From an optimization exercise on the open Yosys and OpenROAD flow, aimed at small area and a short achievable clock period; shortcuts taken in it are not production practice.
Only simulation tests tie the RTL to the original design; equivalence was not proved.
Power figures rest on the tool's default switching activity, not on a simulated workload.

// ss_bridge_top
module ss_bridge_top #(
	parameter int FIFO_AW = 6
) (
	input  logic        mclk,
	input  logic        ST_ALE,
	input  logic        st_req,
	input  logic        st_we,
	input  logic [7:0]  st_addr,
	input  logic [15:0] st_wdata,
	output logic [15:0] st_rdata,
	output logic        st_rvalid,
	output logic        st_irq,
	input  logic        ss_req,
	input  logic        ss_we,
	input  logic        ss_cs2,
	input  logic [14:1] ss_addr,
	input  logic [15:0] ss_wdata,
	output logic [15:0] ss_rdata,
	output logic        ss_rvalid,
	output logic        ss_irq
);
	localparam int DEPTH = 1 << FIFO_AW;
	logic        st_rd, st_ctrl_we, st_ack, st_fifo_wr, st_fifo_rd, st_rcnt_clr;
	logic        st_cmd_clr, st_data_we, st_resp_we, st_hirq_set, st_hirq_clr;
	logic [31:0] st_sel;
	logic        st_dflt;
	logic        ss_rd, ss_fifo_rd, ss_fifo_wr, ss_hirq_and, ss_mask_we, ss_cr_we;
	logic [1:0]  ss_idx;
	logic        ss_ctrl_we, ss_cmd_we, ss_data_we;
	logic        rs_ctrl, rs_fstat, rs_cmd, rs_data, rs_fifo, rs_hirq, rs_mask;
	logic [3:0]  rs_resp;
	logic        rs_id, rs_ver;
	st_decode st_decode_inst (.*);
	ss_decode ss_decode_inst (.*);
	logic [15:0]      st_ctrl, ss_ctrl, ss_cmd, ss_data, hirq, hirq_mask, rcnt;
	logic [15:0]      st_ctrl_n, hirq_n, hirq_mask_n;
	logic [3:0][15:0] cr, resp;
	logic             flag_cdc, flag_cmd, flag_fifo;
	logic             flag_cdc_n, flag_cmd_n, flag_fifo_n;
	logic             fifo_empty_d;
	logic [15:0]        sr [DEPTH-1];
	logic [15:0]        stage;
	logic               push_q;
	logic [FIFO_AW:0]   m, m_inc, m_dec;
	logic               fifo_empty, fifo_full;
  ...
Settings: LEC_CHECK=0, CAP_MARGIN=20, CORE_MARGIN=2, CORE_UTILIZATION=60, CTS_CLUSTER_DIAMETER=70, CTS_CLUSTER_SIZE=25, SETUP_SLACK_MARGIN=2.05, SLEW_MARGIN=50, SYNTH_HIERARCHICAL=1, SYNTH_MINIMUM_KEEP_SIZE=0, TNS_END_PERCENT=20; clock period 4.5 ns.
standard.sh (not shown) runs the stock make flow with config.mk's settings and CLKGATE_MAP_FILE= SYNTH_SCRIPT=/design/flow/synth_recipe.tcl, a recipe that flattens the netlist after the stock synthesis.
==> flow/flow/run.sh <==
#!/bin/bash
# Standard layout (standard synthesis included) with two changes: the port
# buffers are buf_4 cells, and the resizer may change a cell's footprint.
set -euo pipefail
export BUFFER_PORTS_ARGS="-buffer_cell sky130_fd_sc_hd__buf_4"
bash standard.sh MATCH_CELL_FOOTPRINT=0 finish > standard_flow.log 2>&1
Next try:
--- a/flow/config.mk
+++ b/flow/config.mk
@@ -11,7 +11,8 @@
 export CTS_CLUSTER_DIAMETER = 70
 export CTS_CLUSTER_SIZE = 25
-export SETUP_SLACK_MARGIN = 2.05
+export PLACE_DENSITY = 0.8
+export SETUP_SLACK_MARGIN = 2.2
 export SLEW_MARGIN = 50
 export SYNTH_HIERARCHICAL = 1
 export SYNTH_MINIMUM_KEEP_SIZE = 0
-export TNS_END_PERCENT = 20
+export TNS_END_PERCENT = 40
Result: The changed run passed the timing, DRC and antenna checks; routed wire length came out lower by 3.7%; area after synthesis does not change; global-route usage came out lower by 1.1 points; clock power came out lower by 4.0%.
Next try:
--- a/flow/config.mk
+++ b/flow/config.mk
@@ -9,10 +9,10 @@
 export CORE_MARGIN = 2
 export CORE_UTILIZATION = 60
+export CTS_BUF_LIST = sky130_fd_sc_hd__clkbuf_8 sky130_fd_sc_hd__clkbuf_16
 export CTS_CLUSTER_DIAMETER = 70
 export CTS_CLUSTER_SIZE = 25
-export PLACE_DENSITY = 0.8
 export SETUP_SLACK_MARGIN = 2.2
 export SLEW_MARGIN = 50
 export SYNTH_HIERARCHICAL = 1
 export SYNTH_MINIMUM_KEEP_SIZE = 0
-export TNS_END_PERCENT = 40
+export TNS_END_PERCENT = 20
The changed run produced a clean layout.
Hold slack improved by 71 ps.
Setup slack improves by 130 ps.
Synthesized cell count does not change.
Die area is unchanged.
Final area grows by 1.0%.
Global-route usage rises by 1.4 points.

---

Starting RTL as in the previous note.
==> flow/config.mk <==
export PLATFORM = sky130hd
export DESIGN_NAME = ss_bridge_top
export DESIGN_NICKNAME = ss_bridge_top
export VERILOG_FILES = /design/flow/design.v
export SDC_FILE = /design/flow/constraint.sdc
export NUM_CORES = 4
export LEC_CHECK = 0
export CAP_MARGIN = 20
export CORE_MARGIN = 2
export CORE_UTILIZATION = 60
export SETUP_SLACK_MARGIN = 2.2
export SLEW_MARGIN = 50
export SYNTH_HIERARCHICAL = 1
export SYNTH_MINIMUM_KEEP_SIZE = 0
export TNS_END_PERCENT = 20
==> flow/constraint.sdc <==
create_clock -name core_clock -period 4.5 [get_ports {mclk}]
set_input_delay 0.9000 -clock core_clock [delete_from_list [all_inputs] [get_ports {mclk}]]
set_output_delay 0.9000 -clock core_clock [all_outputs]
set_load 0.01 [all_outputs]
Scripts as last shown in full above: flow/flow/run.sh
Rerun with:
Settings changed: CORE_UTILIZATION 60 to 65, CTS_CLUSTER_DIAMETER set to 70, CTS_CLUSTER_SIZE set to 25, PLACE_DENSITY set to 0.72.
Effect:
- The new run finished clean
- worst setup slack got worse by 0.095 ns
- first-iteration DRC count shrinks by 5.8%
- die area shrinks by 7.6%
- critical path depth shrinks by 1
- final area shrinks by about 4.7%
- power shrinks by about 18%
- flip-flop and latch count is unchanged
- via count shrinks by 2.2%
- clock power shrinks by 39%
- sequential power barely changes
Rerun with:
Settings changed: CORE_UTILIZATION 65 to 60, PLACE_DENSITY 0.72 to 0.8.
What happened: Via count goes up by 0.58%; cell count goes up by 2.2%; routed wire length goes down by 2.3%; design area hardly moves; global-route usage goes down by 3.4 points; maximum frequency goes up by 3.4%; clock power goes up by about 0.7%; power barely changes.
Rerun with:
Settings changed: CORE_UTILIZATION 60 to 65, PLACE_DENSITY 0.8 to unset.
Effect: Wire length goes up by a few percent; combinational power goes up slightly; worst hold slack gets worse by 0.019 ns; total power goes up slightly; cell area goes up slightly; clock skew barely changes; maximum frequency barely changes.
Rerun with:
Settings changed: CORE_UTILIZATION 65 to 60, PLACE_DENSITY set to 0.72.
Via count is about the same.
First-iteration DRC count rises by 1.8%.
Clock power came out higher by about 3%.
Worst setup slack degrades by 0.0054 ns.
Global-route usage is lower by 2.1 points.
Power goes up by about 0.9%.
Clock skew is about the same.
Register-to-register slack is about the same.
Rerun with:
Settings changed: CTS_BUF_LIST set to sky130_fd_sc_hd__clkbuf_8, CTS_CLUSTER_DIAMETER 70 to 50, CTS_CLUSTER_SIZE 25 to 16, PLACE_DENSITY 0.72 to unset.
After rerunning:
- synthesized cell count does not change
- clock-buffer cell count went up by 37
- first-iteration DRC count grows by 6.8%
- sequential power stays flat
- setup slack gets worse by 0.12 ns
- cell area rises by 1.9%
- register-to-register slack degrades by 0.12 ns

---

Setup of main:
Starting RTL as in the previous note.
clock: 4.5 ns
lec_check: 0
cap_margin: 20
core_margin: 2
core_utilization: 60
cts_cluster_diameter: 75
cts_cluster_size: 28
place_density: 0.8
setup_slack_margin: 2.2
slew_margin: 50
synth_hierarchical: 1
synth_minimum_keep_size: 0
tns_end_percent: 20
Scripts as last shown in full above: flow/flow/run.sh
What the feature branch does differently from main at the input level:
diff --git a/flow/config.mk b/flow/config.mk
--- a/flow/config.mk
+++ b/flow/config.mk
@@ -10,6 +10,5 @@
 export CORE_UTILIZATION = 60
-export CTS_CLUSTER_DIAMETER = 75
-export CTS_CLUSTER_SIZE = 28
-export PLACE_DENSITY = 0.8
-export SETUP_SLACK_MARGIN = 2.2
+export CTS_CLUSTER_DIAMETER = 70
+export CTS_CLUSTER_SIZE = 25
+export SETUP_SLACK_MARGIN = 2.3
 export SLEW_MARGIN = 50
Notes after the runs:
As far as clock transition at the register clock pins on the worst setup and hold paths after CTS is concerned, main and the feature branch perform about the same.
Lower worst slack on hold paths among main and the feature branch: the feature branch
The final cycle utilization of the critical path in the feature branch sits 0.40 points above the value recorded for main.

---

## JK
Starting RTL as in the previous note.
Settings: LEC_CHECK=0, CAP_MARGIN=20, CORE_MARGIN=2, CORE_UTILIZATION=60, CTS_CLUSTER_DIAMETER=70, CTS_CLUSTER_SIZE=25, SETUP_SLACK_MARGIN=2.2, SLEW_MARGIN=70, SYNTH_HIERARCHICAL=1, SYNTH_MINIMUM_KEEP_SIZE=0, TNS_END_PERCENT=20; clock period 4.5 ns.
Scripts as last shown in full above: flow/flow/run.sh
For MS, these inputs were changed with respect to JK:
--- a/flow/config.mk
+++ b/flow/config.mk
@@ -13,3 +13,3 @@
 export SETUP_SLACK_MARGIN = 2.2
-export SLEW_MARGIN = 70
+export SLEW_MARGIN = 50
 export SYNTH_HIERARCHICAL = 1
Notes after the runs:
As far as count of multi-input combinational gates goes, JK and MS are indistinguishable; the numbers are identical. Global-route usage of MS is on par with JK. Against JK as the reference, MS delivers a lower fraction of the cycle the final worst path needs. Comparing MS against JK, there is no change at all in post-synth design cell area. Taking JK as the reference, in MS multi-input logic area has remained practically unchanged; power consumption held. Summary of MS over JK: clock skew after layout comparable, worst setup slack now larger.

[re-timing with driven ports]
No port has a modelled driver above. Below, the same layouts with a new extraction and two added sets of constraints. Step 1 (the two cells are an assumption about what drives the block):
set clk [get_ports {mclk}]
set_driving_cell -lib_cell sky130_fd_sc_hd__clkbuf_16 $clk
set_driving_cell -lib_cell sky130_fd_sc_hd__buf_2 [delete_from_list [all_inputs] $clk]
Step 2, shift: input delay + t, output delay - t, t = (earliest + latest rising clock arrival at the registers) / 2. This alone moves slack from input paths to output paths. Three values: ideal, step 1, step 2; two values: the first two.
run	shift t [ns]	slack for setup (ns)	hold WS [ns]	slew at the worst register clock pin (ns)	cell pins on the clock port's net
the first run of note 1	0.722	1.989 / 1.989 / 1.368	0.154 / 0.111 / 0.441	0.11 / 0.11	1
the second run of note 1	0.724	1.930 / 1.952 / 1.229	0.247 / 0.197 / 0.425	0.11 / 0.11	1
the third run of note 1	0.725	2.057 / 2.057 / 1.390	0.317 / 0.269 / 0.435	0.11 / 0.11	1
the first run of note 2	0.808	2.064 / 2.064 / 1.360	0.093 / 0.045 / 0.430	0.07 / 0.07	1
the second run of note 2	0.706	1.969 / 1.969 / 1.368	0.265 / 0.221 / 0.441	0.10 / 0.10	1
the third run of note 2	0.721	2.052 / 2.052 / 1.372	0.253 / 0.203 / 0.429	0.11 / 0.11	1
the fourth run of note 2	0.712	2.058 / 2.058 / 1.393	0.234 / 0.183 / 0.445	0.10 / 0.10	1
the fifth run of note 2	0.722	2.052 / 2.052 / 1.395	0.264 / 0.223 / 0.440	0.11 / 0.11	1
the sixth run of note 2	0.877	1.929 / 1.929 / 1.264	0.278 / 0.242 / 0.437	0.11 / 0.11	1
main	0.746	2.077 / 2.077 / 1.381	0.227 / 0.176 / 0.425	0.12 / 0.12	1
the feature branch	0.728	2.059 / 2.059 / 1.390	0.148 / 0.100 / 0.435	0.11 / 0.11	1
JK	0.720	1.764 / 1.764 / 1.141	0.215 / 0.172 / 0.448	0.11 / 0.11	1
MS	0.727	2.060 / 2.060 / 1.380	0.328 / 0.280 / 0.435	0.11 / 0.11	1
After both steps every run listed still meets setup and hold. The setup slack of the first run of note 2, which loses most, moves by 0.000 ns with the drivers and by -0.704 ns with both steps.
